Context: an optimization exercise on an open-source flow, tuned for small area, a short achievable clock period and few clock cycles per item. The choices shown serve that exercise and are no tape-out recipe.
Function was checked by simulation only, so behaviour that the tests miss may differ from the original.
Power is estimated from default activity; no workload was simulated.

==> flow/run.sh <==
#!/bin/bash
# synth_recipe.tcl (not shown) runs the flow's synth.tcl, then flattens the netlist and writes it again
# the make line also repeats each setting of config.mk as NAME=value (left out here)
make -C /OpenROAD-flow-scripts/flow DESIGN_CONFIG=/design/flow/config.mk WORK_HOME=/design/flow/orfs CLKGATE_MAP_FILE= SYNTH_SCRIPT=/design/flow/synth_recipe.tcl finish
==> flow/config.mk <==
export PLATFORM = sky130hd
export DESIGN_NAME = kmeans_top
export DESIGN_NICKNAME = kmeans_top
export VERILOG_FILES = /design/flow/design.v
export SDC_FILE = /design/flow/constraint.sdc
export NUM_CORES = 4
export LEC_CHECK = 0
export ABC_AREA = 1
export CAP_MARGIN = 5
export CORE_MARGIN = 2
export CORE_UTILIZATION = 40
export CTS_BUF_LIST = sky130_fd_sc_hd__clkbuf_8
export SETUP_SLACK_MARGIN = 3.0
export SLEW_MARGIN = 5
==> flow/constraint.sdc <==
create_clock -name core_clock -period 5.5 [get_ports {clk}]
set_input_delay 1.1000 -clock core_clock [delete_from_list [all_inputs] [get_ports {clk}]]
set_output_delay 1.1000 -clock core_clock [all_outputs]
set_load 0.01 [all_outputs]
==> flow/design.v <==
`timescale 1ns/1ps
module kmeans_top #(
    parameter int num_pixels = 100,
    parameter int iterations = 3
) (
    input  logic                clk,
    input  logic                reset,
    input  logic                start,
    output logic [16-1:0]   pixel_addr,
    input  logic signed [16-1:0] a_data,
    input  logic                cluster_id_rdata,
    input  logic                rgb_dark,
    output logic                cluster_id_we,
    output logic                cluster_id_wdata,
    output logic                lab_clear,
    output logic                done_kmeans,
    output logic                done_cluster
);
    localparam int SW = 16;    
    localparam int AW = 7;               
    localparam int QW = 16;              
    localparam int RW = 7;               
    localparam int TW = RW + QW;         
    localparam logic [1:0] M_IDLE = 2'd0;
    localparam logic [1:0] M_RD   = 2'd1;    
    localparam logic [1:0] M_DV   = 2'd2;    
    localparam logic [1:0] M_IL   = 2'd3;    
    localparam logic [AW-1:0] LAST   = AW'(num_pixels - 1);
    localparam logic [AW-1:0] DV_JMP = AW'(128 - QW - 3);
    localparam logic [QW-1:0] C0U = QW'(0 + 32768);
    localparam logic [QW-1:0] C1U = QW'(5 + 32768);
    logic [1:0]    mode;
    logic          pass2;
    logic [AW-1:0] addr;
    logic          ph;       
    logic          ilf;      
    logic          dv, dvf;  
    logic          lv, lvf;  
    logic [SW-1:0] u_q;
    logic          lab_q, labn_q, sn_q, id_q, dark_q;
    logic [TW-1:0] acc0, acc1;
    logic [AW-1:0] n0, n1;
    logic [7:0]    nd;       
    logic [QW+1:0] v;
    logic          fin1_q;   
    logic          fin_q;    
    logic          divstep;  
    logic          we_q, wd_q, lc_q, dk_q, dc_q;
    assign pixel_addr       = {{(16-AW){1'b0}}, addr};
    assign cluster_id_we    = we_q;
    assign cluster_id_wdata = wd_q;
    assign lab_clear        = lc_q;
    assign done_kmeans      = dk_q;
    assign done_cluster     = dc_q;
    logic [SW-1:0] u_in;
    logic          sel;
    assign u_in = {~a_data[SW-1], a_data[SW-2:0]};
    assign sel  = ~nd[7] & (|nd);
    logic idle, vclr;
    assign idle    = (mode == M_IDLE);
    assign vclr    = divstep && (&addr[3:0]);
    function automatic logic [TW-1:0] dstep(
        input logic [TW-1:0] s,
        input logic [AW-1:0] den
    );
        logic [RW:0]   r2;
        logic [RW+1:0] t;
        r2 = s[TW-1:QW-1];
        t  = {1'b0, r2} - {2'b00, den};
        if (!t[RW+1])
            dstep = {t[RW-1:0], s[QW-2:0], 1'b1};
        else
            dstep = {r2[RW-1:0], s[QW-2:0], 1'b0};
    endfunction
    logic [TW-1:0] ds0, ds1;
    assign ds0 = dstep(acc0, n0);
    assign ds1 = dstep(acc1, n1);
    function automatic logic [QW-1:0] due_bits(input logic [QW-1:0] c);
        for (int i = 0; i < QW; i++)
            due_bits[i] = c[(QW + 14 - i) % QW];
    endfunction
    localparam logic [QW-1:0] C0D = due_bits(C0U);
    localparam logic [QW-1:0] C1D = due_bits(C1U);
    logic       b0, b1, bq0, bq1;
    assign b0 = (n0 == '0) ? C0D[addr[3:0]] : ds0[0];
    assign b1 = (n1 == '0) ? C1D[addr[3:0]] : ds1[0];
    logic kq0, kq1;
    logic x0, x1, x2;
    assign x0 = !fin_q & (bq0 ^ bq1);
    assign x1 = fin_q ? (kq0 ^ kq1) : (bq0 & bq1);
    assign x2 = fin_q & kq0 & kq1;
    logic [QW:0] vt, vinc, vpre;
    logic        vc1;
    assign vt = v[QW:0];
    assign vc1 = (vt[0] & x1) | x2;
    assign vpre[0] = 1'b0;
    assign vpre[1] = vc1;
    for (genvar i = 2; i <= QW; i++)
    begin : g_vpre
        assign vpre[i] = vc1 & (&vt[i-1:1]);
    end
    assign vinc = {vt[QW:1] ^ vpre[QW:1], vt[0] ^ x1};
    logic [TW-1:0] acc_sum;
    assign acc_sum = (lab_q ? acc1 : acc0) + TW'(u_q);
    always_ff @(posedge clk)
    begin
        u_q    <= u_in;
        lab_q  <= (u_in > v[QW+1:2]);
        labn_q <= !(u_in > v[QW+1:2]);
        sn_q   <= (a_data < (-10));
        id_q   <= cluster_id_rdata;
        dark_q <= rgb_dark;
    end
    always_ff @(posedge clk)
    begin
        if (idle || fin_q)
        begin
            acc0 <= '0;
            acc1 <= '0;
            n0   <= '0;
            n1   <= '0;
            nd   <= '0;
        end
        else if (divstep)
        begin
            acc0 <= ds0;
            acc1 <= ds1;
        end
        else if (lv && !lvf)
        begin
            if (lab_q)
                acc1 <= acc_sum;
            else
                acc0 <= acc_sum;
            if (labn_q)
            begin
                n0 <= n0 + 1'b1;
                if (sn_q)
                    nd <= nd - 1'b1;
            end
            else
            begin
                n1 <= n1 + 1'b1;
                if (sn_q)
                    nd <= nd + 1'b1;
            end
        end
        if (divstep)
        begin
            bq0 <= b0;
            bq1 <= b1;
        end
        if (fin1_q)
        begin
            kq0 <= (n0 != '0) && !acc0[QW-1] && (|acc0[TW-1:QW]);
            kq1 <= (n1 != '0) && !acc1[QW-1] && (|acc1[TW-1:QW]);
        end
        if (idle)
            v <= {({1'b0, C0U} + {1'b0, C1U}), 1'b0};
        else if (vclr)
            v <= '0;
        else if (divstep || fin1_q || fin_q)
            v <= {vinc, x0};
    end
    always_ff @(posedge clk)
    begin
        if (reset)
        begin
            mode  <= M_IDLE;
            pass2 <= 1'b0;
            addr  <= '0;
            ph    <= 1'b0;
            ilf   <= 1'b0;
            dv    <= 1'b0;
            dvf   <= 1'b0;
            lv    <= 1'b0;
            lvf   <= 1'b0;
            fin1_q <= 1'b0;
            fin_q <= 1'b0;
            divstep <= 1'b0;
            we_q  <= 1'b0;
            wd_q  <= 1'b0;
            lc_q  <= 1'b0;
            dk_q  <= 1'b0;
            dc_q  <= 1'b0;
        end
        else
        begin
            lv    <= dv;
            lvf   <= dvf;
            dv    <= 1'b0;
            dvf   <= 1'b0;
            fin1_q <= 1'b0;
            fin_q <= fin1_q;
            divstep <= 1'b0;
            we_q  <= 1'b0;
            lc_q  <= 1'b0;
            case (mode)
                M_IDLE:
                    if (start)
                    begin
                        dv    <= 1'b1;
                        addr  <= addr + 1'b1;
                        mode  <= M_RD;
                        pass2 <= 1'b0;
                        dk_q  <= 1'b0;
                        dc_q  <= 1'b0;
                    end
                M_RD:
                begin
                    dv <= 1'b1;
                    if (addr == LAST)
                    begin
                        addr <= DV_JMP;
                        mode <= M_DV;
                    end
                    else
                        addr <= addr + 1'b1;
                end
                M_DV:
                begin
                    addr    <= addr + 1'b1;
                    divstep <= (addr >= DV_JMP + 1'b1) && (addr <= 7'd125);
                    fin1_q  <= (addr == 7'd126);
                    if (&addr)
                    begin
                        pass2 <= 1'b1;
                        ph    <= 1'b0;
                        ilf   <= 1'b0;
                        mode  <= pass2 ? M_IL : M_RD;
                    end
                end
                default:  
                begin
                    ph <= ~ph;
                    if (!ph)
                    begin
                        dv   <= (addr <= LAST);
                        dvf  <= ilf;
                        addr <= (addr == '0) ? LAST : addr - 1'b1;
                        if (lv)
                        begin
                            we_q <= 1'b1;
                            if (lvf)
                            begin
                                wd_q <= ~(id_q ^ sel);
                                lc_q <= (id_q ^ sel) | dark_q;
                                dk_q <= 1'b1;
                            end
                            else
                                wd_q <= !labn_q;
                        end
                    end
                    else
                    begin
                        if (addr == LAST)
                        begin
                            if (dk_q)
                            begin
                                addr <= '0;
                                dc_q <= 1'b1;
                                mode <= M_IDLE;
                            end
                            else
                                addr <= AW'(1);
                        end
                        else if (!ilf && addr == LAST - 1'b1)
                        begin
                            addr <= '0;
                            ilf  <= 1'b1;
                        end
                        else
                            addr <= addr + 2'd2;
                    end
                end
            endcase
        end
    end
endmodule
==> results of run 1 <==
## logic make-up (layout without fill, tap and decap cells)
family                   count (synthesis)  in the layout  share of synthesized area
AO/OA/AOI/OAI                          287            287                      0.172
XOR/XNOR                                32             32                     0.0302
adder cells (fa/ha/maj)                 78             78                      0.108
buffers and inverters                  282            317                      0.122
flip-flops                             135            135                      0.295
other                                    1              9                   0.000403
AND/OR/NAND/NOR                        561            561                      0.272
## registers in the layout, summed over array words and instances (netlist names), 2 cells and up
| signal | flops |
|---|---|
| acc0 | 23 |
| acc1 | 23 |
| addr | 7 |
| mode | 2 |
| n0 | 7 |
| n1 | 7 |
| nd | 8 |
| u_q | 16 |
| v | 18 |
## power by group through the flow
stage / sequential, mW / clock, mW / combinational (mW)
2_1_floorplan: 1.15 / 0 / 1.00
3_3_place_gp: 1.20 / 0 / 1.32
3_5_place_dp: 1.20 / 0 / 1.32
4_1_cts: 1.18 / 0.839 / 1.34
5_1_grt: 1.20 / 0.879 / 1.56
6_report: 1.18 / 0.817 / 1.38
## routing by layer
metal / track usage / share of wire / vias to the layer above
li1: - / - / 4549
met1: 0.273 / 0.48 / 4058
met2: 0.361 / 0.47 / 179
met3: 0.0327 / 0.038 / 29
met4: 0.0603 / 0.012 / 0
met5: 0 / 0 / -
## metrics by stage
| step | worst slack (ps) | cell area, um^2 |
|---|---|---|
| final | 3100 | 10500 |
| after global routing | 2960 | 10500 |
| after detailed placement | 2480 | 9780 |
| after floorplan | 3020 | 9330 |
| after global placement | 2510 | 9780 |
| after CTS | 3020 | 10200 |
## path summary, 6_finish.rpt
path,startpoint,end,depth (start not counted)
setup / recovery,lc_q,lab_clear,1
hold / removal,dv,lv,2
setup reg to reg,lab_q,acc1[19],16
hold reg to reg,dv,lv,2
## what timing repair did
item / CTS / global route
endpoints found under the hold margin: 0 / 0
buffers inserted: 5 / 5
pin swaps: 0 / 18
cloned: 0 / 2
gates resized for setup: 25 / 53
setup endpoints to repair: 52 / 34
## cell type report
class | instances | area share
Multi-Input combinational cell | 967 | 0.536
Tap cell | 285 | 0.0340
Timing Repair inverter | 1 | 0.000477
Timing Repair Buffer | 46 | 0.0430
Clock inverter | 12 | 0.0100
Sequential cell | 135 | 0.264
Inverter | 238 | 0.0859
Clock buffer | 20 | 0.0263
## placed cells by master, fill, tap and decap left out, types with 10 or more instances in the layout
master / n
sky130_fd_sc_hd__nand2_1: 282
sky130_fd_sc_hd__inv_1: 227
sky130_fd_sc_hd__dfxtp_1: 121
sky130_fd_sc_hd__a21oi_1: 116
sky130_fd_sc_hd__o21ai_0: 85
sky130_fd_sc_hd__nand3_1: 84
sky130_fd_sc_hd__nor2_1: 79
sky130_fd_sc_hd__ha_1: 72
sky130_fd_sc_hd__xor2_1: 27
sky130_fd_sc_hd__a31oi_1: 22
sky130_fd_sc_hd__clkdlybuf4s50_1: 22
sky130_fd_sc_hd__o22ai_1: 21
sky130_fd_sc_hd__nand4_1: 20
sky130_fd_sc_hd__clkbuf_8: 20
sky130_fd_sc_hd__nand2_2: 19
sky130_fd_sc_hd__nor3_1: 14
sky130_fd_sc_hd__nand3_2: 13
sky130_fd_sc_hd__buf_4: 11
sky130_fd_sc_hd__nor2_2: 10
==> reports/metrics.cfg, run 1 <==
[critical_path]
cp_slowest_stage_delay_ps = 520
critical_path_required_ps = 4400
timing_worst_setup_path_type = flip-flop to primary output
path_cells = clkdlybuf4s50_1
critical_path_sink_type = primary output
reg2reg_setup_slack_ps = 3160
worstSetupStartpointType = flip-flop
worst_path_dominant_cell_family = buffers and inverters
crit_path_top_delay_cell = sky130_fd_sc_hd__clkdlybuf4s50_1
path_buf_inv = 1
crit_arrival_ps = 1300
crit_fanout = 1

[cts]
cts_made_buffers = 17
ctsHtreeMaxLevel = 4
cts_hold_repair.buffers = 0
clk_transition_reported_paths_ps = 90
tritoncts_clock_tree = built
cts_root_buffer = sky130_fd_sc_hd__clkbuf_8
clock_sinks = 135
clock_latency_ps = 460
max-clock-path-buffers = 2

[synthesis]
postSynth.topFlopCell = sky130_fd_sc_hd__dfxtp_1
synth_top_cell_by_area = sky130_fd_sc_hd__dfxtp_1
synth_warnings = 1
synth_top_cell_area_share = 0.282
synth.most_common_cell = sky130_fd_sc_hd__nand2_1
post_synth_num_cell_types = 53
synth_enable_flop_cells = 4
synth-async-reset-ratio = 0
synth-seq-area-share = 0.295
syn_area_mm2 = 0.00929
synth-seq-cells = 135
synthTopCellsByArea = sky130_fd_sc_hd__dfxtp_1 (28%), sky130_fd_sc_hd__nand2_1 (12%), sky130_fd_sc_hd__ha_1 (10%)
syn-instance-count = 1376
synth.cells.most_frequent = sky130_fd_sc_hd__nand2_1 (294), sky130_fd_sc_hd__inv_1 (229), sky130_fd_sc_hd__dfxtp_1 (131), sky130_fd_sc_hd__a21oi_1 (119), sky130_fd_sc_hd__nand3_1 (94)
post_synth.cell_area_avg_um2 = 6.75

[cells_and_area]
layout.filler_cells = 2374
design.final.nets = 1505
final_cell_count_no_fill = 1704
fraction_of_layout_instances_using_a_drive_strength_above_1 = 0.106
postLayoutCoreUtil = 0.462
sequential_cell_area_mm2 = 0.00277
multi_input_comb_area_mm2 = 0.00562
area.growth.synth_to_final_pct = 12.8
antenna-diode-count = 0

[timing]
rsz_0062_raised_after_global_routing = yes
finalSetupTns_ps = 0
hold_viol = 0
worst_clock_skew_ps = 15.0
min_period_ps = 2400
fin_hold_ws_ps = 414
setup_viol_count_final = 0
max-slew-margin-rel = 0.409
max_freq_mhz = 417
timing.final.crit_share = 0.436
maxSlewViolCount = 0
tightestPinTransition_ps = 887

[flow_run]
maxCapViolations = 0

[drt]
number_of_design_rule_violations_left_after_detail_routing = 0
routed_wirelength_mm = 25.2
avgRoutedWirePerCell_um = 14.8
route.detailed.vias_per_inst = 5.17
vias = 8815
initialDrtViolationCount = 469
firstDrtPassIters = 5
final_antenna_net_count = 0

[die]
design.portCount = 42
rows = 55
die_width_um = 156
dieHeight_um = 156
start_util = 0.409
core_region_area_mm2 = 0.0227
dieArea_mm2 = 0.0245

[place]
hpwl_mm = 18.0
placedCellCount = 1660
gp_congestion = 0.902
io_buffers = 32

[power]
leakage_nw = 4.67
finalPower_mw = 3.38
share_clk_of_total_power = 0.242
vdd_drop_max_v = 0.000227
swShare = 0.441
p_sw_mw = 1.49
power.internal_mw = 1.89
pwr_density_cell_mw_per_mm2 = 323
share_comb_of_total_power = 0.408
power.share.sequential = 0.350

[global_route]
maximum_number_of_pins_on_one_net_before_global_route_repair = 56
track_usage = 0.210
grt_remaining_overflow = 0
antenna_found_initial = 0
grt_pass1_wl_mm = 41.6
grt_pass1_vias = 8569

[status]
status = complete, no violations

[hold_path]
hold_class = flip-flop to flip-flop

Testbench counts, summed over its fixed seeds: cycles 30,728, jobs 48.
==> run 2: changes to the inputs <==
--- a/flow/config.mk
+++ b/flow/config.mk
@@ -6,9 +6,9 @@
 export NUM_CORES = 4
 export LEC_CHECK = 0
 export ABC_AREA = 1
-export CAP_MARGIN = 5
+export CAP_MARGIN = 20
 export CORE_MARGIN = 2
 export CORE_UTILIZATION = 40
 export CTS_BUF_LIST = sky130_fd_sc_hd__clkbuf_8
-export SETUP_SLACK_MARGIN = 3.0
-export SLEW_MARGIN = 5
+export SETUP_SLACK_MARGIN = 3.1
+export SLEW_MARGIN = 20
==> reports/metrics.cfg, run 2 <==
[die]
design.portCount = 42  ; unchanged
die_width_um = 156  ; unchanged
dieArea_mm2 = 0.0245  ; unchanged
core_region_area_mm2 = 0.0227  ; unchanged
dieHeight_um = 156  ; unchanged
rows = 55  ; unchanged
start_util = 0.409  ; unchanged

[drt]
avgRoutedWirePerCell_um = 14.7  ; -0.19%
initialDrtViolationCount = 534  ; +14%
route.detailed.vias_per_inst = 5.15  ; -0.41%
wirelength_met1_mm = 12.0  ; -0.12%
met3RoutedLength_um = 923  ; -4.2%
routed_wirelength_mm = 25.2  ; +0.11%
top_signal_layer_used = met4
firstDrtPassIters = 5  ; unchanged
final_antenna_net_count = 0  ; unchanged
met2_length_mm = 11.9  ; +0.34%
number_of_design_rule_violations_left_after_detail_routing = 0  ; unchanged
vias = 8805  ; -0.11%

[status]
status = complete, no violations

[flow_run]
maxCapViolations = 0  ; unchanged

[place]
io_buffers = 32  ; unchanged
gp_congestion = 0.905  ; +0.37%
pre_cts_setup_slack_ps = 2480  ; +6.41 ps
hpwl_mm = 18.1  ; +0.74%

[critical_path]
crit_path_top_delay_cell = sky130_fd_sc_hd__dfxtp_4
crit_fanout = 10  ; +9
critical_path_sink_type = flip-flop
timing_worst_setup_path_type = flip-flop to flip-flop
worstSetupStartpointType = flip-flop
path_cells = buf_6 > buf_16 > nand2_1 > o21ai_0 > ha_1 > nand2_1 > nor2_1 > inv_1 > nor3_2 > nand2_2 > nand2_2 > nand2_2 > nand3_2 > nand3_1 > nand2_1 > inv_1
crit_arrival_ps = 2670  ; +1370 ps
reg2reg_setup_slack_ps = 3180  ; +20 ps
cp_slowest_stage_delay_ps = 390  ; -130 ps
critical_path_required_ps = 5850  ; +1450 ps

[synthesis]
synth_enable_flop_cells = 4  ; unchanged
synth.cells.most_frequent = sky130_fd_sc_hd__nand2_1 (294), sky130_fd_sc_hd__inv_1 (229), sky130_fd_sc_hd__dfxtp_1 (131), sky130_fd_sc_hd__a21oi_1 (119), sky130_fd_sc_hd__nand3_1 (94)
synth-seq-area-share = 0.295  ; unchanged
syn_area_mm2 = 0.00929  ; unchanged
synthTopCellsByArea = sky130_fd_sc_hd__dfxtp_1 (28%), sky130_fd_sc_hd__nand2_1 (12%), sky130_fd_sc_hd__ha_1 (10%)
post_synth.cell_area_avg_um2 = 6.75  ; unchanged
synth-seq-cells = 135  ; unchanged
synth_top_cell_area_share = 0.282  ; unchanged
synth.most_common_cell = sky130_fd_sc_hd__nand2_1
synth_top_cell_by_area = sky130_fd_sc_hd__dfxtp_1
syn-instance-count = 1376  ; unchanged
synth_warnings = 1  ; unchanged
synth-async-reset-ratio = 0  ; unchanged
post_synth_num_cell_types = 53  ; unchanged
postSynth.topFlopCell = sky130_fd_sc_hd__dfxtp_1

[cts]
max-clock-path-buffers = 2  ; unchanged
clock_latency_ps = 450  ; about the same
tritoncts_clock_tree = built
cts_made_buffers = 17  ; unchanged
ctsHtreeMaxLevel = 4  ; unchanged
cts_hold_repair.buffers = 0  ; unchanged
clk_transition_reported_paths_ps = 80  ; about the same
clock_sinks = 135  ; unchanged
cts_root_buffer = sky130_fd_sc_hd__clkbuf_8

[cells_and_area]
biggestRegsByFlops = acc0 (23), acc1 (23), v (18)
layout.filler_cells = 2269  ; -4.4%
antenna-diode-count = 0  ; unchanged
mostFrequentLayoutCell = sky130_fd_sc_hd__nand2_1
layout_common_cells = sky130_fd_sc_hd__nand2_1 (270), sky130_fd_sc_hd__inv_1 (227), sky130_fd_sc_hd__dfxtp_1 (120), sky130_fd_sc_hd__a21oi_1 (115), sky130_fd_sc_hd__o21ai_0 (84)
design.final.nets = 1510  ; +0.33%
fraction_of_layout_instances_using_a_drive_strength_above_1 = 0.126  ; +0.0193
area.growth.synth_to_final_pct = 15.3

[timing]
max_freq_mhz = 431  ; +3.5%
timing.final.ws_setup_ps = 3180  ; +80.6 ps
hold_viol = 0  ; unchanged
finalSetupTns_ps = 0  ; unchanged
min_period_ps = 2320  ; -80.6 ps
timing.final.crit_share = 0.421  ; -0.0147
setup_viol_count_final = 0  ; unchanged
max-slew-margin-rel = 0.523  ; +0.114
tightestPinTransition_ps = 715  ; -172 ps
rsz_0062_raised_after_global_routing = yes
worst_clock_skew_ps = 10.8  ; -4.19 ps
maxSlewViolCount = 0  ; unchanged

[power]
share_clk_of_total_power = 0.279  ; +0.037
swShare = 0.411  ; -0.0300
leakage_nw = 4.78  ; +2.3%
power.share.sequential = 0.328  ; -0.022
pwr_density_cell_mw_per_mm2 = 335  ; +3.7%
p_sw_mw = 1.47  ; -1.2%
power.internal_mw = 2.11  ; +12%
vdd_drop_max_v = 0.000204  ; -9.9%
share_comb_of_total_power = 0.393  ; -0.015
finalPower_mw = 3.59  ; +6.0%

[global_route]
grt_pass1_wl_mm = 40.9  ; -1.6%
grt_pass1_vias = 8157  ; -4.8%
antenna_found_initial = 0  ; unchanged
maximum_number_of_pins_on_one_net_before_global_route_repair = 56  ; unchanged
track_usage = 0.208  ; -0.00210
grt_remaining_overflow = 0  ; unchanged

[hold_path]
hold_class = flip-flop to flip-flop

-- run 2: cell counts after synthesis --
No cell type changed its count.
-- run 2: per-layer routing --
| layer | GRT usage | vias up |
|---|---|---|
| met5 | 0 | - |
| met4 | 0.0594 | 0 |
| met3 | 0.0318 | 30 |
| met2 | 0.347 | 165 |
| met1 | 0.279 | 4041 |
| li1 | - | 4569 |
-- run 2: what timing repair did --
item,4_1_cts,5_1_grt
resized for setup,30,79
hold endpoints to repair,0,0
cloned,0,1
setup buffers,6,10
setup endpoints to repair,66,39
pin swaps,0,28
-- run 2: cell type report --
class	count	area, um^2	area share
Clock buffer	19	262	0.0244
Clock inverter	13	218	0.0203
Inverter	238	907	0.0847
Multi-Input combinational cell	967	5700	0.532
Sequential cell	135	2770	0.259
Tap cell	285	357	0.0333
Timing Repair Buffer	52	503	0.0469
-- run 2: cell families (layout without fill, tap and decap cells) --
kind of cell,Yosys count,count (layout),synth area share
and+or+nand+nor,561,561,0.272
buffers and inverters,282,322,0.122
xor gates and xnor gates,32,32,0.0302
other,1,9,0.000403
DFF,135,135,0.295
adders and majority gates,78,78,0.108
AOI/OAI and AO/OA,287,287,0.172
-- run 2: final timing paths --
path,depth (start not counted),to,start
worst max-delay path,16,acc1[18],lab_q
worst min-delay path,2,lv,dv
worst max register to register,16,acc1[18],lab_q
worst min register to register,2,lv,dv
-- run 2: critical path, delay by kind of cell, from the launching register on --
kind | cells | cell delay [ps]
buf+inv | 4 | 400
simple gates | 10 | 980
compound gates | 1 | 90
fa+ha+maj | 1 | 370
flops | 1 | 390
-- run 2: stage by stage --
step | util | hold slack (ps) | area (um^2) | instances
after floorplan | - | 388 | 9340 | 1384
after global placement | 0.431 | 401 | 9790 | 1660
after detailed placement | 0.431 | 395 | 9790 | 1660
after CTS | 0.456 | 405 | 10400 | 1698
after global routing | 0.472 | 435 | 10700 | 1709
final | 0.472 | 404 | 10700 | 1709
-- run 2: power by group through the flow --
stage | Sequential, mW | Combinational [mW] | Clock, mW
after global routing | 1.19 | 1.58 | 1.07
after CTS | 1.17 | 1.35 | 1.02
after global placement | 1.21 | 1.32 | 0
after detailed placement | 1.21 | 1.32 | 0
after floorplan | 1.15 | 1.00 | 0
final | 1.18 | 1.41 | 1.00
==> run 3: changes to the inputs <==
--- a/flow/config.mk
+++ b/flow/config.mk
@@ -9,6 +9,8 @@
 export CAP_MARGIN = 20
 export CORE_MARGIN = 2
 export CORE_UTILIZATION = 40
-export CTS_BUF_LIST = sky130_fd_sc_hd__clkbuf_8
-export SETUP_SLACK_MARGIN = 3.1
+export CTS_BUF_LIST = sky130_fd_sc_hd__clkbuf_4 sky130_fd_sc_hd__clkbuf_8
+export CTS_CLUSTER_DIAMETER = 100
+export CTS_CLUSTER_SIZE = 20
+export SETUP_SLACK_MARGIN = 3.0
 export SLEW_MARGIN = 20
==> reports/metrics.cfg, run 3 <==
[cts]
ctsHtreeMaxLevel = 4  ; unchanged
cts_root_buffer = sky130_fd_sc_hd__clkbuf_8
tritoncts_clock_tree = built
clock_latency_ps = 460  ; about the same
cts_hold_repair.buffers = 0  ; unchanged
clock_sinks = 135  ; unchanged
clk_transition_reported_paths_ps = 90  ; about the same
cts_made_buffers = 17  ; unchanged
max-clock-path-buffers = 2  ; unchanged

[die]
die_width_um = 156  ; unchanged
core_region_area_mm2 = 0.0227  ; unchanged
dieHeight_um = 156  ; unchanged
dieArea_mm2 = 0.0245  ; unchanged
start_util = 0.409  ; unchanged
design.portCount = 42  ; unchanged
rows = 55  ; unchanged

[drt]
vias = 8815  ; +0.11%
routed_wirelength_mm = 25.2  ; -0.11%
number_of_design_rule_violations_left_after_detail_routing = 0  ; unchanged
initialDrtViolationCount = 469  ; -12%
firstDrtPassIters = 5  ; unchanged
final_antenna_net_count = 0  ; unchanged
route.detailed.vias_per_inst = 5.17  ; +0.41%
avgRoutedWirePerCell_um = 14.8  ; +0.19%

[power]
p_sw_mw = 1.49  ; +1.2%
pwr_density_cell_mw_per_mm2 = 323  ; -3.6%
vdd_drop_max_v = 0.000227  ; +11%
leakage_nw = 4.67  ; -2.3%
swShare = 0.441  ; +0.0300
power.share.sequential = 0.350  ; +0.022
power.internal_mw = 1.89  ; -10%
share_clk_of_total_power = 0.242  ; -0.037
share_comb_of_total_power = 0.408  ; +0.015

[status]
status = complete, no violations

[global_route]
track_usage = 0.210  ; +0.00210
grt_pass1_vias = 8569  ; +5.1%
grt_remaining_overflow = 0  ; unchanged
grt_pass1_wl_mm = 41.6  ; +1.7%
maximum_number_of_pins_on_one_net_before_global_route_repair = 56  ; unchanged
antenna_found_initial = 0  ; unchanged

[critical_path]
cp_slowest_stage_delay_ps = 520  ; +130 ps
startpoint_of_the_worst_register_to_register_path = lab_q
worstReg2RegEnd = acc1[19]
crit_fanout = 1  ; -9
worstSetupStartpoint = lc_q
reg2reg_depth = 16  ; unchanged
worst_path_dominant_cell_family = buffers and inverters
timing_worst_setup_path_type = flip-flop to primary output
crit_arrival_ps = 1300  ; -1370 ps
critical_path_sink_type = primary output
path_cells = clkdlybuf4s50_1
critical_path_required_ps = 4400  ; -1450 ps
crit_path_top_delay_cell = sky130_fd_sc_hd__clkdlybuf4s50_1
worstSetupStartpointType = flip-flop
path_buf_inv = 1  ; -3
reg2reg_setup_slack_ps = 3160  ; -20 ps

[synthesis]
postSynth.topFlopCell = sky130_fd_sc_hd__dfxtp_1
post_synth.cell_area_avg_um2 = 6.75  ; unchanged
synth.cells.most_frequent = sky130_fd_sc_hd__nand2_1 (294), sky130_fd_sc_hd__inv_1 (229), sky130_fd_sc_hd__dfxtp_1 (131), sky130_fd_sc_hd__a21oi_1 (119), sky130_fd_sc_hd__nand3_1 (94)
syn_area_mm2 = 0.00929  ; unchanged
synth.most_common_cell = sky130_fd_sc_hd__nand2_1
post_synth_num_cell_types = 53  ; unchanged
synth_enable_flop_cells = 4  ; unchanged
synth-async-reset-ratio = 0  ; unchanged
syn-instance-count = 1376  ; unchanged
synth-seq-cells = 135  ; unchanged
synth_top_cell_by_area = sky130_fd_sc_hd__dfxtp_1
synth-seq-area-share = 0.295  ; unchanged
synth_warnings = 1  ; unchanged
synthTopCellsByArea = sky130_fd_sc_hd__dfxtp_1 (28%), sky130_fd_sc_hd__nand2_1 (12%), sky130_fd_sc_hd__ha_1 (10%)
synth_top_cell_area_share = 0.282  ; unchanged

[place]
io_buffers = 32  ; unchanged
pre_cts_setup_slack_ps = 2480  ; -6.41 ps
dpl-instance-area_mm2 = 0.00978  ; about the same
placedCellCount = 1660  ; unchanged
hpwl_mm = 18.0  ; -0.73%
gp_congestion = 0.902  ; -0.36%

[hold_path]
worst_hold_path.endpoint = lv
worst_hold_startpoint = dv
hold_class = flip-flop to flip-flop
worstHoldPathCells = 2  ; unchanged

[timing]
finalSetupTns_ps = 0  ; unchanged
maxSlewViolCount = 0  ; unchanged
worst_clock_skew_ps = 15.0  ; +4.19 ps
fin_hold_ws_ps = 414  ; +10.2 ps
timing.final.ws_setup_ps = 3100  ; -80.6 ps
rsz_0062_raised_after_global_routing = yes
min_period_ps = 2400  ; +80.6 ps
hold_viol = 0  ; unchanged
max-slew-margin-rel = 0.409  ; -0.114
max_freq_mhz = 417  ; -3.4%
tightestPinTransition_ps = 887  ; +172 ps
setup_viol_count_final = 0  ; unchanged
timing.final.crit_share = 0.436  ; +0.0147

[cells_and_area]
area.growth.synth_to_final_pct = 12.8
design.final.nets = 1505  ; -0.33%
mostFrequentLayoutCell = sky130_fd_sc_hd__nand2_1
biggestRegsByFlops = acc0 (23), acc1 (23), v (18)
antenna-diode-count = 0  ; unchanged
layout.cell_area.non_filler_mm2 = 0.0105  ; -2.2%
layout.filler_cells = 2374  ; +4.6%
final_cell_count_no_fill = 1704  ; -0.29%
fraction_of_layout_instances_using_a_drive_strength_above_1 = 0.106  ; -0.0193
layout_common_cells = sky130_fd_sc_hd__nand2_1 (282), sky130_fd_sc_hd__inv_1 (227), sky130_fd_sc_hd__dfxtp_1 (121), sky130_fd_sc_hd__a21oi_1 (116), sky130_fd_sc_hd__o21ai_0 (85)

[flow_run]
maxCapViolations = 0  ; unchanged

run 3: cell counts after synthesis:
Identical to the previous run, type by type.
run 3: metal layers:
layer	share of wire	global-route usage	vias to the layer above
li1	-	-	4549
met1	0.48	0.273	4058
met2	0.47	0.361	179
met3	0.038	0.0327	29
met4	0.012	0.0603	0
met5	0	0	-
run 3: through the flow:
step,utilization,power (mW)
3_3_place_gp,0.431,2.52
2_1_floorplan,-,2.16
3_5_place_dp,0.431,2.53
5_1_grt,0.462,3.64
6_report,0.462,3.38
4_1_cts,0.450,3.36
run 3: worst max-delay path by stage:
stage / end / slack [ps] / cells after the start
3_3_place_gp: acc0[13] / 2510 / 14
5_1_grt: acc0[18] / 2960 / 16
6_report: lab_clear / 3100 / 1
2_1_floorplan: acc1[16] / 3020 / 18
3_5_place_dp: acc1[13] / 2480 / 14
4_1_cts: done_cluster / 3020 / 1
run 3: cell families after synthesis:
family                   share of synthesized area
other                                     0.000403
adder cells (fa/ha/maj)                      0.108
AND/OR/NAND/NOR                              0.272
flip-flops                                   0.295
XOR/XNOR                                    0.0302
AO/OA/AOI/OAI                                0.172
buffers and inverters                        0.122
run 3: layout make-up:
class	count	area [um^2]	area share
Multi-Input combinational cell	967	5620	0.536
Sequential cell	135	2770	0.264
Inverter	238	901	0.0859
Timing Repair Buffer	46	450	0.0430
Tap cell	285	357	0.0340
Clock buffer	20	275	0.0263
Clock inverter	12	105	0.0100
Timing Repair inverter	1	5.00	0.000477
run 3: tightest hold or removal path, delay by kind of cell, from the launching register on:
kind	cells	cell delay (ps)
flops	1	310
simple gates	1	30
buf+inv	1	40
run 3: repair_timing:
| action | CTS | global route |
|---|---|---|
| endpoints found under the hold margin | 0 | 0 |
| resized for setup | 25 | 53 |
| setup buffers | 5 | 5 |
| gates cloned | 0 | 2 |
| endpoints found under the setup margin | 52 | 34 |
| pin swaps | 0 | 18 |
run 3: power groups by stage:
stage	Clock (mW)	Sequential, mW	Combinational [mW]
after floorplan	0	1.15	1.00
after global placement	0	1.20	1.32
after detailed placement	0	1.20	1.32
after CTS	0.839	1.18	1.34
after global routing	0.879	1.20	1.56
final	0.817	1.18	1.38
==> run 4: changes to the inputs <==
==> flow/flow/run.sh (new file) <==
#!/bin/bash
set -euo pipefail
bash standard.sh finish "BUFFER_PORTS_ARGS=-buffer_cell sky130_fd_sc_hd__buf_4" \
    > standard_flow.log 2>&1
==> flow/standard.sh (new file) <==
#!/bin/bash
# synth_recipe.tcl (not shown) runs the flow's synth.tcl, then flattens the netlist and writes it again
# the make line also repeats each setting of config.mk as NAME=value (left out here)
make -C /OpenROAD-flow-scripts/flow DESIGN_CONFIG=/design/flow/config.mk WORK_HOME=/design/flow/orfs CLKGATE_MAP_FILE= SYNTH_SCRIPT=/design/flow/synth_recipe.tcl "${@:-finish}"
--- a/flow/config.mk
+++ b/flow/config.mk
@@ -9,8 +9,7 @@
 export CAP_MARGIN = 20
 export CORE_MARGIN = 2
 export CORE_UTILIZATION = 40
-export CTS_BUF_LIST = sky130_fd_sc_hd__clkbuf_4 sky130_fd_sc_hd__clkbuf_8
-export CTS_CLUSTER_DIAMETER = 100
-export CTS_CLUSTER_SIZE = 20
+export CTS_BUF_LIST = sky130_fd_sc_hd__clkbuf_8
+export CTS_CLUSTER_SIZE = 30
 export SETUP_SLACK_MARGIN = 3.0
 export SLEW_MARGIN = 20
removed: flow/run.sh
==> reports/metrics.cfg, run 4 <==
[die]
rows = 55  ; unchanged
dieArea_mm2 = 0.0245  ; unchanged
die_width_um = 156  ; unchanged
dieHeight_um = 156  ; unchanged
core_region_area_mm2 = 0.0227  ; unchanged
start_util = 0.409  ; unchanged
design.portCount = 42  ; unchanged

[synthesis]
synth_top_cell_by_area = sky130_fd_sc_hd__dfxtp_1
post_synth_num_cell_types = 53  ; unchanged
synthTopCellsByArea = sky130_fd_sc_hd__dfxtp_1 (28%), sky130_fd_sc_hd__nand2_1 (12%), sky130_fd_sc_hd__ha_1 (10%)
synth.most_common_cell = sky130_fd_sc_hd__nand2_1
synth_warnings = 1  ; unchanged
synth-seq-area-share = 0.295  ; unchanged
synth-seq-cells = 135  ; unchanged
synth.cells.most_frequent = sky130_fd_sc_hd__nand2_1 (294), sky130_fd_sc_hd__inv_1 (229), sky130_fd_sc_hd__dfxtp_1 (131), sky130_fd_sc_hd__a21oi_1 (119), sky130_fd_sc_hd__nand3_1 (94)
synth-async-reset-ratio = 0  ; unchanged
post_synth.cell_area_avg_um2 = 6.75  ; unchanged
synth_enable_flop_cells = 4  ; unchanged
syn-instance-count = 1376  ; unchanged
postSynth.topFlopCell = sky130_fd_sc_hd__dfxtp_1
syn_area_mm2 = 0.00929  ; unchanged
synth_top_cell_area_share = 0.282  ; unchanged

[timing]
setup_viol_count_final = 0  ; unchanged
worst_clock_skew_ps = 11.9  ; -3.05 ps
finalSetupTns_ps = 0  ; unchanged
max_freq_mhz = 422  ; +1.2%
timing.final.crit_share = 0.431  ; -0.00507
max-slew-margin-rel = 0.449  ; +0.0403
tightestPinTransition_ps = 827  ; -60.4 ps
timing.final.ws_setup_ps = 3130  ; +27.9 ps
maxSlewViolCount = 0  ; unchanged
min_period_ps = 2370  ; -27.9 ps
rsz_0062_raised_after_global_routing = yes
hold_viol = 0  ; unchanged

[global_route]
grt_remaining_overflow = 0  ; unchanged
grt_pass1_wl_mm = 40.2  ; -3.4%
grt_pass1_vias = 8127  ; -5.2%
maximum_number_of_pins_on_one_net_before_global_route_repair = 56  ; unchanged
track_usage = 0.204  ; -0.00638
antenna_found_initial = 0  ; unchanged

[cells_and_area]
area.growth.synth_to_final_pct = 9.76
antenna-diode-count = 0  ; unchanged
layout_common_cells = sky130_fd_sc_hd__nand2_1 (291), sky130_fd_sc_hd__inv_1 (230), sky130_fd_sc_hd__dfxtp_1 (127), sky130_fd_sc_hd__a21oi_1 (117), sky130_fd_sc_hd__nand3_1 (93)
design.final.nets = 1496  ; -0.60%
multi_input_comb_area_mm2 = 0.00550  ; -2.1%
sequential_cell_area_mm2 = 0.00275  ; -0.72%
fraction_of_layout_instances_using_a_drive_strength_above_1 = 0.0986  ; -0.00783
biggestRegsByFlops = acc0 (23), acc1 (23), v (18)
layout.filler_cells = 2372  ; -0.084%
mostFrequentLayoutCell = sky130_fd_sc_hd__nand2_1

[drt]
firstDrtPassIters = 7  ; +2
final_antenna_net_count = 0  ; unchanged
route.detailed.vias_per_inst = 5.19  ; +0.29%
vias = 8794  ; -0.24%
number_of_design_rule_violations_left_after_detail_routing = 0  ; unchanged
initialDrtViolationCount = 505  ; +7.7%
routed_wirelength_mm = 24.6  ; -2.4%
avgRoutedWirePerCell_um = 14.5  ; -1.9%

[hold_path]
hold_class = flip-flop to flip-flop

[critical_path]
worst_path_dominant_cell_family = flip-flops
crit_path_top_delay_cell = sky130_fd_sc_hd__dfxtp_1
critical_path_required_ps = 4400  ; about the same
timing_worst_setup_path_type = flip-flop to primary output
worstSetupStartpointType = flip-flop
crit_arrival_ps = 1270  ; -30 ps
path_cells = buf_4
cp_slowest_stage_delay_ps = 620  ; +100 ps
path_buf_inv = 1  ; unchanged
critical_path_sink_type = primary output
crit_fanout = 10  ; +9

[flow_run]
maxCapViolations = 0  ; unchanged

[place]
hpwl_mm = 18.0  ; about the same
io_buffers = 32  ; unchanged
gp_congestion = 0.896  ; -0.60%
pre_cts_setup_slack_ps = 2460  ; -16.2 ps

[cts]
cts_root_buffer = sky130_fd_sc_hd__clkbuf_8
tritoncts_clock_tree = built
clk_transition_reported_paths_ps = 80  ; about the same
max-clock-path-buffers = 2  ; unchanged
clock_latency_ps = 450  ; about the same
clock_sinks = 135  ; unchanged
cts_hold_repair.buffers = 0  ; unchanged
cts_made_buffers = 17  ; unchanged
ctsHtreeMaxLevel = 4  ; unchanged

[power]
pwr_density_cell_mw_per_mm2 = 328  ; +1.6%
leakage_nw = 4.59  ; -1.8%
vdd_drop_max_v = 0.000216  ; -4.9%

[status]
status = complete, no violations

run 4: per-stage QoR:
stage | util | hold slack (ps) | std cells | total power [mW] | area, um^2
3_5_place_dp | 0.427 | 395 | 1660 | 2.51 | 9700
5_1_grt | 0.449 | 415 | 1695 | 3.59 | 10200
2_1_floorplan | - | 388 | 1384 | 2.16 | 9330
3_3_place_gp | 0.427 | 390 | 1660 | 2.51 | 9700
4_1_cts | 0.446 | 408 | 1694 | 3.33 | 10100
6_report | 0.449 | 410 | 1695 | 3.34 | 10200
run 4: cells by family after synthesis:
family | Yosys count | synth area share
XOR/XNOR | 32 | 0.0302
AND/OR/NAND/NOR | 561 | 0.272
other | 1 | 0.000403
flip-flops | 135 | 0.295
AO/OA/AOI/OAI | 287 | 0.172
adder cells (fa/ha/maj) | 78 | 0.108
buffers and inverters | 282 | 0.122
run 4: report_power, final:
group	total, mW	internal, mW	switching (mW)
clock	0.817	0.405	0.412
combinational	1.35	0.442	0.906
sequential	1.18	1.06	0.116
run 4: layout make-up:
class,count,area share
repair buffers,38,0.0303
multi-input cells,967,0.539
clock inverters,11,0.00969
clock buffers,21,0.0283
well taps,285,0.0350
inverters,238,0.0879
flip-flops and latches,135,0.270
run 4: path summary, 6_finish.rpt:
kind,startpoint,to,slack (ps),depth (start not counted)
setup / recovery,addr[2],pixel_addr[2],3130,1
hold / removal,dv,lv,410,2
hold reg to reg,dv,lv,410,2
setup reg to reg,lab_q,acc1[18],3140,14
run 4: timing repair:
item                                    4_1_cts  5_1_grt
endpoints found under the setup margin       43       36
pin swaps                                     0        2
gates resized for setup                       3       21
setup buffers                                 2        1
run 4: per-layer routing:
metal  track usage  wire [um]  vias to the layer above  share of wire
met3        0.0316        940                       29          0.038
met1         0.271      11800                     4025           0.48
met4        0.0585        354                        0          0.014
met5             0          0                        -              0
li1              -          -                     4548              -
met2         0.343      11400                      192           0.47
==> run 5: changes to the inputs <==
--- a/flow/design.v
+++ b/flow/design.v
@@ -100,8 +100,9 @@
         assign vpre[i] = vc1 & (&vt[i-1:1]);
     end
     assign vinc = {vt[QW:1] ^ vpre[QW:1], vt[0] ^ x1};
-    logic [TW-1:0] acc_sum;
-    assign acc_sum = (lab_q ? acc1 : acc0) + TW'(u_q);
+    logic [TW-1:0] acc_sum0, acc_sum1;
+    assign acc_sum0 = acc0 + TW'(u_q);
+    assign acc_sum1 = acc1 + TW'(u_q);
     always_ff @(posedge clk)
     begin
         u_q    <= u_in;
@@ -129,9 +130,9 @@
         else if (lv && !lvf)
         begin
             if (lab_q)
-                acc1 <= acc_sum;
+                acc1 <= acc_sum1;
             else
-                acc0 <= acc_sum;
+                acc0 <= acc_sum0;
             if (labn_q)
             begin
                 n0 <= n0 + 1'b1;
==> flow/run.sh (new file) <==
#!/bin/bash
# synth_recipe.tcl (not shown) runs the flow's synth.tcl, then flattens the netlist and writes it again
# the make line also repeats each setting of config.mk as NAME=value (left out here)
make -C /OpenROAD-flow-scripts/flow DESIGN_CONFIG=/design/flow/config.mk WORK_HOME=/design/flow/orfs CLKGATE_MAP_FILE= SYNTH_SCRIPT=/design/flow/synth_recipe.tcl finish
--- a/flow/config.mk
+++ b/flow/config.mk
@@ -10,6 +10,5 @@
 export CORE_MARGIN = 2
 export CORE_UTILIZATION = 40
 export CTS_BUF_LIST = sky130_fd_sc_hd__clkbuf_8
-export CTS_CLUSTER_SIZE = 30
 export SETUP_SLACK_MARGIN = 3.0
 export SLEW_MARGIN = 20
removed: flow/flow/run.sh
removed: flow/standard.sh
==> reports/metrics.cfg, run 5 <==
[cells_and_area]
antenna-diode-count = 0  ; unchanged
layout.filler_cells = 2591  ; +9.2%
biggestRegsByFlops = acc0 (23), acc1 (23), v (18)
area.growth.synth_to_final_pct = 9.73  ; about the same
design.final.nets = 1654  ; +11%
fraction_of_layout_instances_using_a_drive_strength_above_1 = 0.0548  ; -0.0437
layout_common_cells = sky130_fd_sc_hd__nand2_1 (350), sky130_fd_sc_hd__inv_1 (229), sky130_fd_sc_hd__nor2_1 (129), sky130_fd_sc_hd__dfxtp_1 (123), sky130_fd_sc_hd__a21oi_1 (117)
mostFrequentLayoutCell = sky130_fd_sc_hd__nand2_1

[timing]
max-slew-margin-rel = 0.512  ; +0.0633
finalSetupTns_ps = 0  ; unchanged
timing.final.crit_share = 0.443  ; +0.0119
setup_viol_count_final = 0  ; unchanged
worst_clock_skew_ps = 15.5  ; +3.55 ps
hold_viol = 0  ; unchanged
tightestPinTransition_ps = 726  ; -101 ps
max_freq_mhz = 411  ; -2.7%
min_period_ps = 2440  ; +65.4 ps
timing.final.ws_setup_ps = 3060  ; -65.4 ps
rsz_0062_raised_after_global_routing = yes
maxSlewViolCount = 0  ; unchanged

[die]
core_region_area_mm2 = 0.0249  ; +9.6%
dieHeight_um = 163  ; +3.9%
rows = 58  ; +5.5%
die_width_um = 163  ; +3.9%
design.portCount = 42  ; unchanged
dieArea_mm2 = 0.0264  ; +7.9%
start_util = 0.404  ; -0.00547

[synthesis]
post_synth_num_cell_types = 53  ; unchanged
synth_top_cell_by_area = sky130_fd_sc_hd__dfxtp_1
synth_top_cell_area_share = 0.261  ; -0.0213
postSynth.topFlopCell = sky130_fd_sc_hd__dfxtp_1
synth_enable_flop_cells = 4  ; unchanged
synth.most_common_cell = sky130_fd_sc_hd__nand2_1
synth-seq-cells = 135  ; unchanged
synth-async-reset-ratio = 0  ; unchanged
synth-seq-area-share = 0.273  ; -0.0222
synthTopCellsByArea = sky130_fd_sc_hd__dfxtp_1 (26%), sky130_fd_sc_hd__nand2_1 (13%), sky130_fd_sc_hd__ha_1 (11%)
syn-instance-count = 1519  ; +10%
post_synth.cell_area_avg_um2 = 6.62  ; -2.0%
syn_area_mm2 = 0.0101  ; +8.1%
synth_warnings = 1  ; unchanged
synth.cells.most_frequent = sky130_fd_sc_hd__nand2_1 (352), sky130_fd_sc_hd__inv_1 (229), sky130_fd_sc_hd__dfxtp_1 (131), sky130_fd_sc_hd__nor2_1 (130), sky130_fd_sc_hd__a21oi_1 (117)

[global_route]
track_usage = 0.205  ; +0.000615
maximum_number_of_pins_on_one_net_before_global_route_repair = 43  ; -23%
grt_pass1_vias = 9035  ; +11%
antenna_found_initial = 0  ; unchanged
grt_remaining_overflow = 0  ; unchanged
grt_pass1_wl_mm = 43.8  ; +9.0%

[status]
status = complete, no violations

[place]
pre_cts_setup_slack_ps = 2700  ; +238 ps
io_buffers = 32  ; unchanged
gp_congestion = 0.880  ; -1.9%
hpwl_mm = 19.8  ; +10%

[critical_path]
critical_path_sink_type = primary output
path_cells = clkdlybuf4s50_1
timing_worst_setup_path_type = flip-flop to primary output
cp_slowest_stage_delay_ps = 540  ; -80 ps
crit_arrival_ps = 1340  ; +70 ps
worstSetupStartpointType = flip-flop
crit_fanout = 1  ; -9
worst_path_dominant_cell_family = buffers and inverters
crit_path_top_delay_cell = sky130_fd_sc_hd__clkdlybuf4s50_1
path_buf_inv = 1  ; unchanged
critical_path_required_ps = 4400  ; about the same

[drt]
avgRoutedWirePerCell_um = 13.7  ; -5.4%
number_of_design_rule_violations_left_after_detail_routing = 0  ; unchanged
vias = 9457  ; +7.5%
final_antenna_net_count = 0  ; unchanged
initialDrtViolationCount = 443  ; -12%
firstDrtPassIters = 5  ; -2
routed_wirelength_mm = 25.8  ; +4.9%
route.detailed.vias_per_inst = 5.03  ; -3.0%

[power]
finalPower_mw = 3.18  ; -4.9%
leakage_nw = 5.03  ; +9.5%
vdd_drop_max_v = 0.000247  ; +15%
pwr_density_cell_mw_per_mm2 = 288  ; -12%

[cts]
max-clock-path-buffers = 2  ; unchanged
clk_transition_reported_paths_ps = 80  ; about the same
tritoncts_clock_tree = built
clock_sinks = 135  ; unchanged
ctsHtreeMaxLevel = 4  ; unchanged
clock_latency_ps = 460  ; about the same
cts_hold_repair.buffers = 0  ; unchanged
cts_root_buffer = sky130_fd_sc_hd__clkbuf_8
cts_made_buffers = 17  ; unchanged

[flow_run]
maxCapViolations = 0  ; unchanged

[hold_path]
hold_class = flip-flop to flip-flop

run 5: changes by cell type after synthesis, moves of 9 or more:
cell	change
sky130_fd_sc_hd__nand3_1	+12
sky130_fd_sc_hd__o211ai_1	+11
sky130_fd_sc_hd__nor2_1	+45
sky130_fd_sc_hd__ha_1	+15
sky130_fd_sc_hd__o21ai_0	-11
sky130_fd_sc_hd__nand2_1	+58
sky130_fd_sc_hd__nor3_1	+9
sky130_fd_sc_hd__xor2_1	+10
sky130_fd_sc_hd__o22ai_1	-9
run 5: power breakdown:
group	internal [mW]	switching, mW
logic	0.394	0.758
clock network	0.422	0.408
registers	1.07	0.124
total	1.89	1.29
run 5: final timing paths:
| kind | endpoint | slack, ps | cells after the start | from |
|---|---|---|---|---|
| worst min-delay path | lvf | 410 | 2 | dvf |
| worst max-delay path | cluster_id_we | 3060 | 1 | we_q |
| worst min register to register | lvf | 410 | 2 | dvf |
| worst max register to register | nd[6] | 3120 | 9 | labn_q |
run 5: through the flow:
stage	instances	util	cell area [um^2]	hold WS (ps)
after floorplan	1527	-	10100	388
after global placement	1849	0.426	10600	393
after detailed placement	1849	0.426	10600	395
after CTS	1879	0.442	11000	415
after global routing	1880	0.443	11000	418
final	1880	0.443	11000	410
run 5: final cells by class:
type | count | area [um^2] | share of cell area
Tap cell | 330 | 413 | 0.0374
Clock inverter | 11 | 126 | 0.0115
Timing Repair inverter | 1 | 5.00 | 0.000454
Clock buffer | 19 | 262 | 0.0237
Timing Repair Buffer | 36 | 347 | 0.0314
Inverter | 239 | 902 | 0.0818
Sequential cell | 135 | 2770 | 0.251
Multi-Input combinational cell | 1109 | 6200 | 0.563
run 5: kinds of logic (layout without fill, tap and decap cells):
| logic type | Yosys count | count (layout) | synth area share |
|---|---|---|---|
| AOI/OAI and AO/OA | 272 | 272 | 0.150 |
| other | 1 | 9 | 0.000373 |
| adders and majority gates | 94 | 94 | 0.121 |
| buffers and inverters | 283 | 306 | 0.114 |
| and+or+nand+nor | 691 | 691 | 0.305 |
| xor gates and xnor gates | 43 | 43 | 0.0375 |
| DFF | 135 | 135 | 0.273 |
run 5: metal layers:
| layer | global-route usage | routed length (um) | share of wire |
|---|---|---|---|
| met1 | 0.279 | 12700 | 0.49 |
| met2 | 0.338 | 11600 | 0.45 |
| met3 | 0.0275 | 1010 | 0.039 |
| met4 | 0.0583 | 418 | 0.016 |
| met5 | 0 | 0 | 0 |
run 5: repair_timing:
| action | 4_1_cts | 5_1_grt |
|---|---|---|
| setup endpoints to repair | 9 | 29 |
| pin swaps | 0 | 0 |
| resized for setup | 23 | 7 |
| buffers inserted | 0 | 0 |
| cloned | 0 | 1 |
Testbench counts of run 5, summed over its fixed seeds: cycles 30,728, jobs 48.
==> run 6: changes to the inputs <==
--- a/flow/config.mk
+++ b/flow/config.mk
@@ -10,5 +10,5 @@
 export CORE_MARGIN = 2
 export CORE_UTILIZATION = 40
 export CTS_BUF_LIST = sky130_fd_sc_hd__clkbuf_8
-export SETUP_SLACK_MARGIN = 3.0
+export SETUP_SLACK_MARGIN = 3.2
 export SLEW_MARGIN = 20
==> reports/metrics.cfg, run 6 <==
[cts]
cts_made_buffers = 17  ; unchanged
clock_sinks = 135  ; unchanged
ctsHtreeMaxLevel = 4  ; unchanged
clock_latency_ps = 460  ; about the same
cts_root_buffer = sky130_fd_sc_hd__clkbuf_8
clk_transition_reported_paths_ps = 80  ; about the same
tritoncts_clock_tree = built
max-clock-path-buffers = 2  ; unchanged

[synthesis]
synth_top_cell_by_area = sky130_fd_sc_hd__dfxtp_1
synth.most_common_cell = sky130_fd_sc_hd__nand2_1
syn-instance-count = 1519  ; unchanged
post_synth.cell_area_avg_um2 = 6.62  ; unchanged
synth_warnings = 1  ; unchanged
synth-async-reset-ratio = 0  ; unchanged
synth-seq-cells = 135  ; unchanged
post_synth_num_cell_types = 53  ; unchanged
synth_enable_flop_cells = 4  ; unchanged
syn_area_mm2 = 0.0101  ; unchanged
postSynth.topFlopCell = sky130_fd_sc_hd__dfxtp_1
synth-seq-area-share = 0.273  ; unchanged
synth_top_cell_area_share = 0.261  ; unchanged
synth.cells.most_frequent = sky130_fd_sc_hd__nand2_1 (352), sky130_fd_sc_hd__inv_1 (229), sky130_fd_sc_hd__dfxtp_1 (131), sky130_fd_sc_hd__nor2_1 (130), sky130_fd_sc_hd__a21oi_1 (117)
synthTopCellsByArea = sky130_fd_sc_hd__dfxtp_1 (26%), sky130_fd_sc_hd__nand2_1 (13%), sky130_fd_sc_hd__ha_1 (11%)

[cells_and_area]
design.final.nets = 1662  ; +0.48%
mostFrequentLayoutCell = sky130_fd_sc_hd__nand2_1
layout.cell_area.non_filler_mm2 = 0.0112  ; +1.2%
fraction_of_layout_instances_using_a_drive_strength_above_1 = 0.0687  ; +0.0138
biggestRegsByFlops = acc0 (23), acc1 (23), v (18)
layout_common_cells = sky130_fd_sc_hd__nand2_1 (344), sky130_fd_sc_hd__inv_1 (228), sky130_fd_sc_hd__nor2_1 (129), sky130_fd_sc_hd__dfxtp_1 (120), sky130_fd_sc_hd__a21oi_1 (117)
area.growth.synth_to_final_pct = 11.1
antenna-diode-count = 0  ; unchanged
postLayoutCoreUtil = 0.448  ; +0.00533

[hold_path]
hold_class = flip-flop to flip-flop
worst_hold_startpoint = dvf

[place]
pre_cts_setup_slack_ps = 2700  ; unchanged
dpl-instance-area_mm2 = 0.0106  ; unchanged
gp_congestion = 0.880  ; unchanged
io_buffers = 32  ; unchanged
hpwl_mm = 19.8  ; unchanged

[drt]
met2_length_mm = 11.8  ; +1.5%
final_antenna_net_count = 0  ; unchanged
met3RoutedLength_mm = 1.00  ; -0.89%
route.detailed.vias_per_inst = 5.05  ; +0.47%
avgRoutedWirePerCell_um = 13.7  ; +0.25%
initialDrtViolationCount = 468  ; +5.6%
vias = 9542  ; +0.90%
number_of_design_rule_violations_left_after_detail_routing = 0  ; unchanged
firstDrtPassIters = 5  ; unchanged
top_signal_layer_used = met4
wirelength_met1_mm = 12.7  ; +0.19%
routed_wirelength_mm = 25.9  ; +0.67%

[critical_path]
worstSetupStartpointType = flip-flop
worstSetupStartpoint = addr[1]
worst_path_dominant_cell_family = flip-flops
critical_path_sink_type = primary output
timing_worst_setup_path_type = flip-flop to primary output
path_buf_inv = 1  ; unchanged
critical_path_required_ps = 4400  ; about the same
crit_arrival_ps = 1130  ; -210 ps
path_cells = dlygate4sd2_1
startpoint_of_the_worst_register_to_register_path = u_q[0]
crit_fanout = 7  ; +6
crit_path_top_delay_cell = sky130_fd_sc_hd__dfxtp_4
cp_slowest_stage_delay_ps = 400  ; -140 ps

[timing]
tightestPinTransition_ps = 753  ; +27.0 ps
rsz_0062_raised_after_global_routing = yes
hold_viol = 0  ; unchanged
max_freq_mhz = 448  ; +9.1%
worst_clock_skew_ps = 17.3  ; +1.79 ps
setup_viol_count_final = 0  ; unchanged
timing.final.ws_setup_ps = 3270  ; +204 ps
min_period_ps = 2230  ; -204 ps
timing.final.crit_share = 0.406  ; -0.0370
maxSlewViolCount = 0  ; unchanged
finalSetupTns_ps = 0  ; unchanged
max-slew-margin-rel = 0.494  ; -0.0182

[power]
vdd_drop_max_v = 0.000253  ; +2.3%
power.share.sequential = 0.355  ; -0.021
share_clk_of_total_power = 0.256  ; -0.005
power.internal_mw = 1.93  ; +2.4%
leakage_nw = 5.09  ; +1.1%
swShare = 0.404  ; -0.00183
p_sw_mw = 1.31  ; +1.6%
share_comb_of_total_power = 0.389  ; +0.027
pwr_density_cell_mw_per_mm2 = 291  ; +0.87%

[die]
core_region_area_mm2 = 0.0249  ; unchanged
die_width_um = 163  ; unchanged
rows = 58  ; unchanged
dieHeight_um = 163  ; unchanged
design.portCount = 42  ; unchanged
start_util = 0.404  ; unchanged
dieArea_mm2 = 0.0264  ; unchanged

[flow_run]
maxCapViolations = 0  ; unchanged

[global_route]
maximum_number_of_pins_on_one_net_before_global_route_repair = 43  ; unchanged
track_usage = 0.206  ; +0.00146
grt_pass1_wl_mm = 44.1  ; +0.74%
antenna_found_initial = 0  ; unchanged
grt_remaining_overflow = 0  ; unchanged
grt_pass1_vias = 9097  ; +0.69%

[status]
status = complete, no violations

run 6: area by class of cell:
class / count / area, um^2
Clock buffer: 19 / 262
Clock inverter: 11 / 126
Fill cell: 2579 / 13700
Inverter: 239 / 910
Multi-Input combinational cell: 1109 / 6250
Sequential cell: 135 / 2770
Tap cell: 330 / 413
Timing Repair Buffer: 44 / 423
Timing Repair inverter: 1 / 5.00
run 6: per-stage QoR:
stage,hold WS [ps],std cells,total power [mW]
2_1_floorplan,388,1527,2.05
3_3_place_gp,393,1849,2.36
3_5_place_dp,395,1849,2.35
4_1_cts,415,1885,3.22
5_1_grt,418,1888,3.50
6_report,408,1888,3.24
run 6: cells by family (layout without fill, tap and decap cells):
family / count (synthesis) / after routing / synth area share
AOI/OAI and AO/OA: 272 / 272 / 0.150
other: 1 / 9 / 0.000373
and+or+nand+nor: 691 / 691 / 0.305
DFF: 135 / 135 / 0.273
adders and majority gates: 94 / 94 / 0.121
buffers and inverters: 283 / 314 / 0.114
xor gates and xnor gates: 43 / 43 / 0.0375
run 6: worst min-delay path: stages (launching register included):
cell	delay [ps]
sky130_fd_sc_hd__dfxtp_1	300
sky130_fd_sc_hd__inv_1	40
sky130_fd_sc_hd__nor2_1	30
run 6: per-layer routing:
layer,up-vias,track usage
met2,182,0.341
met3,28,0.0278
met5,-,0
met1,4318,0.281
li1,5014,-
met4,0,0.0595
run 6: worst paths after layout:
path	endpoint	slack, ps	cells past startpoint
worst min-delay path	lvf	410	2
worst max register to register	acc1[18]	3360	13
worst max-delay path	pixel_addr[1]	3270	1
worst min register to register	lvf	410	2
run 6: power groups by stage:
stage | Sequential, mW | Combinational, mW | Clock [mW]
floorplan | 1.15 | 0.895 | 0
global placement | 1.21 | 1.15 | 0
detailed placement | 1.21 | 1.15 | 0
CTS | 1.16 | 1.20 | 0.861
global route | 1.16 | 1.44 | 0.897
finish | 1.15 | 1.26 | 0.830
run 6: what timing repair did:
action,CTS,global route
resized for setup,31,23
endpoints found under the setup margin,36,72
gates cloned,1,0
pin swaps,0,2
hold buffers,0,0
buffers inserted,5,3
==> run 7: changes to the inputs <==
==> flow/flow/run.sh (new file) <==
#!/bin/bash
set -euo pipefail
bash standard.sh finish "BUFFER_PORTS_ARGS=-buffer_cell sky130_fd_sc_hd__buf_4" \
    > standard_flow.log 2>&1
==> flow/standard.sh (new file) <==
#!/bin/bash
# synth_recipe.tcl (not shown) runs the flow's synth.tcl, then flattens the netlist and writes it again
# the make line also repeats each setting of config.mk as NAME=value (left out here)
make -C /OpenROAD-flow-scripts/flow DESIGN_CONFIG=/design/flow/config.mk WORK_HOME=/design/flow/orfs CLKGATE_MAP_FILE= SYNTH_SCRIPT=/design/flow/synth_recipe.tcl "${@:-finish}"
removed: flow/run.sh
==> reports/metrics.cfg, run 7 <==
[cts]
cts_made_buffers = 17  ; unchanged
clk_transition_reported_paths_ps = 80  ; about the same
cts_root_buffer = sky130_fd_sc_hd__clkbuf_8
ctsHtreeMaxLevel = 4  ; unchanged
clock_latency_ps = 460  ; about the same
clock_sinks = 135  ; unchanged
tritoncts_clock_tree = built
max-clock-path-buffers = 2  ; unchanged

[synthesis]
syn_area_mm2 = 0.0101  ; unchanged
synth_warnings = 1  ; unchanged
synthTopCellsByArea = sky130_fd_sc_hd__dfxtp_1 (26%), sky130_fd_sc_hd__nand2_1 (13%), sky130_fd_sc_hd__ha_1 (11%)
postSynth.topFlopCell = sky130_fd_sc_hd__dfxtp_1
synth.cells.most_frequent = sky130_fd_sc_hd__nand2_1 (352), sky130_fd_sc_hd__inv_1 (229), sky130_fd_sc_hd__dfxtp_1 (131), sky130_fd_sc_hd__nor2_1 (130), sky130_fd_sc_hd__a21oi_1 (117)
synth-async-reset-ratio = 0  ; unchanged
synth_top_cell_by_area = sky130_fd_sc_hd__dfxtp_1
post_synth.cell_area_avg_um2 = 6.62  ; unchanged
synth-seq-area-share = 0.273  ; unchanged
syn-instance-count = 1519  ; unchanged
post_synth_num_cell_types = 53  ; unchanged
synth_top_cell_area_share = 0.261  ; unchanged
synth-seq-cells = 135  ; unchanged
synth.most_common_cell = sky130_fd_sc_hd__nand2_1
synth_enable_flop_cells = 4  ; unchanged

[die]
dieHeight_um = 163  ; unchanged
start_util = 0.404  ; unchanged
rows = 58  ; unchanged
design.portCount = 42  ; unchanged
dieArea_mm2 = 0.0264  ; unchanged
die_width_um = 163  ; unchanged
core_region_area_mm2 = 0.0249  ; unchanged

[global_route]
track_usage = 0.206  ; +0.000215
grt_pass1_vias = 9129  ; +0.35%
antenna_found_initial = 0  ; unchanged
maximum_number_of_pins_on_one_net_before_global_route_repair = 43  ; unchanged
grt_remaining_overflow = 0  ; unchanged
grt_pass1_wl_mm = 44.2  ; +0.16%

[cells_and_area]
mostFrequentLayoutCell = sky130_fd_sc_hd__nand2_1
layout_common_cells = sky130_fd_sc_hd__nand2_1 (342), sky130_fd_sc_hd__inv_1 (231), sky130_fd_sc_hd__nor2_1 (129), sky130_fd_sc_hd__dfxtp_1 (121), sky130_fd_sc_hd__a21oi_1 (117)
biggestRegsByFlops = acc0 (23), acc1 (23), v (18)
antenna-diode-count = 0  ; unchanged
layout.cell_area.non_filler_mm2 = 0.0110  ; -1.8%
postLayoutCoreUtil = 0.440  ; -0.00799
area.growth.synth_to_final_pct = 9.07
fraction_of_layout_instances_using_a_drive_strength_above_1 = 0.0819  ; +0.0132
design.final.nets = 1655  ; -0.42%

[drt]
initialDrtViolationCount = 491  ; +4.9%
final_antenna_net_count = 0  ; unchanged
firstDrtPassIters = 5  ; unchanged
vias = 9587  ; +0.47%
route.detailed.vias_per_inst = 5.10  ; +0.85%
routed_wirelength_mm = 26.3  ; +1.6%
avgRoutedWirePerCell_um = 14.0  ; +2.0%
number_of_design_rule_violations_left_after_detail_routing = 0  ; unchanged

[critical_path]
worstSetupStartpointType = flip-flop
critical_path_required_ps = 4400  ; about the same
cp_slowest_stage_delay_ps = 470  ; +70 ps
critical_path_sink_type = primary output
crit_fanout = 9  ; +2
worst_path_dominant_cell_family = flip-flops
path_cells = buf_4
crit_path_top_delay_cell = sky130_fd_sc_hd__dfxtp_2
crit_arrival_ps = 1090  ; -40 ps
path_buf_inv = 1  ; unchanged
timing_worst_setup_path_type = flip-flop to primary output

[timing]
setup_viol_count_final = 0  ; unchanged
tightestPinTransition_ps = 787  ; +33.8 ps
hold_viol = 0  ; unchanged
finalSetupTns_ps = 0  ; unchanged
max-slew-margin-rel = 0.475  ; -0.0192
rsz_0062_raised_after_global_routing = yes
maxSlewViolCount = 0  ; unchanged
min_period_ps = 2190  ; -44.1 ps
worst_clock_skew_ps = 17.6  ; +0.349 ps
max_freq_mhz = 457  ; +2.0%
timing.final.crit_share = 0.398  ; -0.00802

[flow_run]
maxCapViolations = 0  ; unchanged

[power]
leakage_nw = 5.03  ; -1.2%
vdd_drop_max_v = 0.000216  ; -15%
pwr_density_cell_mw_per_mm2 = 287  ; -1.1%
finalPower_mw = 3.15  ; -2.9%

[place]
io_buffers = 32  ; unchanged
hpwl_mm = 20.3  ; +2.3%
gp_congestion = 0.884  ; +0.50%
dpl-instance-area_mm2 = 0.0105  ; -0.76%

[hold_path]
hold_class = flip-flop to flip-flop

[status]
status = complete, no violations

## run 7: cells by family (layout without fill, tap and decap cells)
logic type	after synthesis	count (layout)	share of synthesized area
other	1	9	0.000373
xor gates and xnor gates	43	43	0.0375
buffers and inverters	283	307	0.114
adders and majority gates	94	94	0.121
and+or+nand+nor	691	691	0.305
DFF	135	135	0.273
AOI/OAI and AO/OA	272	272	0.150
## run 7: stage by stage
step                      setup WS, ps  hold slack (ps)  std cells
after detailed placement          2990              403       1849
after global placement            3060              391       1849
after CTS                         3230              414       1881
after floorplan                   3400              388       1527
final                             3310              409       1881
after global routing              3190              452       1881
## run 7: worst paths after layout
kind | start | end | slack (ps) | depth (start not counted)
max | addr[2] | pixel_addr[2] | 3310 | 1
min | dvf | lvf | 410 | 2
max reg2reg | mode[0] | addr[0] | 3350 | 8
min reg2reg | dvf | lvf | 410 | 2
## run 7: cell type report
type                    count  area [um^2]
fillers                  2609        13900
clock buffers              18          248
flip-flops and latches    135         2760
well taps                 330          413
clock inverters            12          116
multi-input cells        1109         6240
inverters                 239          905
repair buffers             38          289
## run 7: routing by layer
metal,wire length [um],share of wire,up-vias,global-route usage
met2,12300,0.47,146,0.347
met3,864,0.033,24,0.0262
li1,-,-,5009,-
met1,12800,0.49,4408,0.277
met4,390,0.015,0,0.0603
met5,0,0,-,0
## run 7: timing repair
action	CTS	global route
resized for setup	9	20
buffers inserted	2	0
hold buffers	0	0
endpoints found under the setup margin	32	55
## run 7: report_power, final
| group | total [mW] | internal [mW] | switching [mW] |
|---|---|---|---|
| sequential | 1.19 | 1.06 | 0.125 |
| combinational | 1.17 | 0.401 | 0.770 |
| clock | 0.792 | 0.401 | 0.390 |
| total | 3.15 | 1.87 | 1.29 |
## run 7: tightest hold or removal path, delay by kind of cell, from the launching register on
family	cells	cell delay (ps)
buffers and inverters	1	40
DFF	1	300
and+or+nand+nor	1	30

-- afterwards: timing with drivers on the ports --
No port has a modelled driver above. Below, the same layouts with a new extraction and two added sets of constraints.
Step 1, drivers: a clkbuf_16 drives clk and a buf_2 each remaining input, both assumed.
Step 2 times the ports against the registers' clock, not the clock port: input delays grow and output delays shrink by t, the midpoint of the rising clock arrivals with the driver on.
a / b / c = ideal ports / drivers / drivers and shift; a / b = the first two.
| run | t, ns | setup slack, ns |
|---|---|---|
| run 1 | 0.497 | 3.102 / 3.057 / 2.687 |
| run 2 | 0.486 | 3.182 / 3.182 / 2.813 |
| run 3 | 0.497 | 3.102 / 3.057 / 2.687 |
| run 4 | 0.482 | 3.130 / 3.090 / 3.126 |
| run 5 | 0.496 | 3.064 / 3.022 / 2.785 |
| run 6 | 0.494 | 3.268 / 3.225 / 2.827 |
| run 7 | 0.489 | 3.312 / 3.269 / 3.126 |
After both steps setup and hold are still met in every run listed.
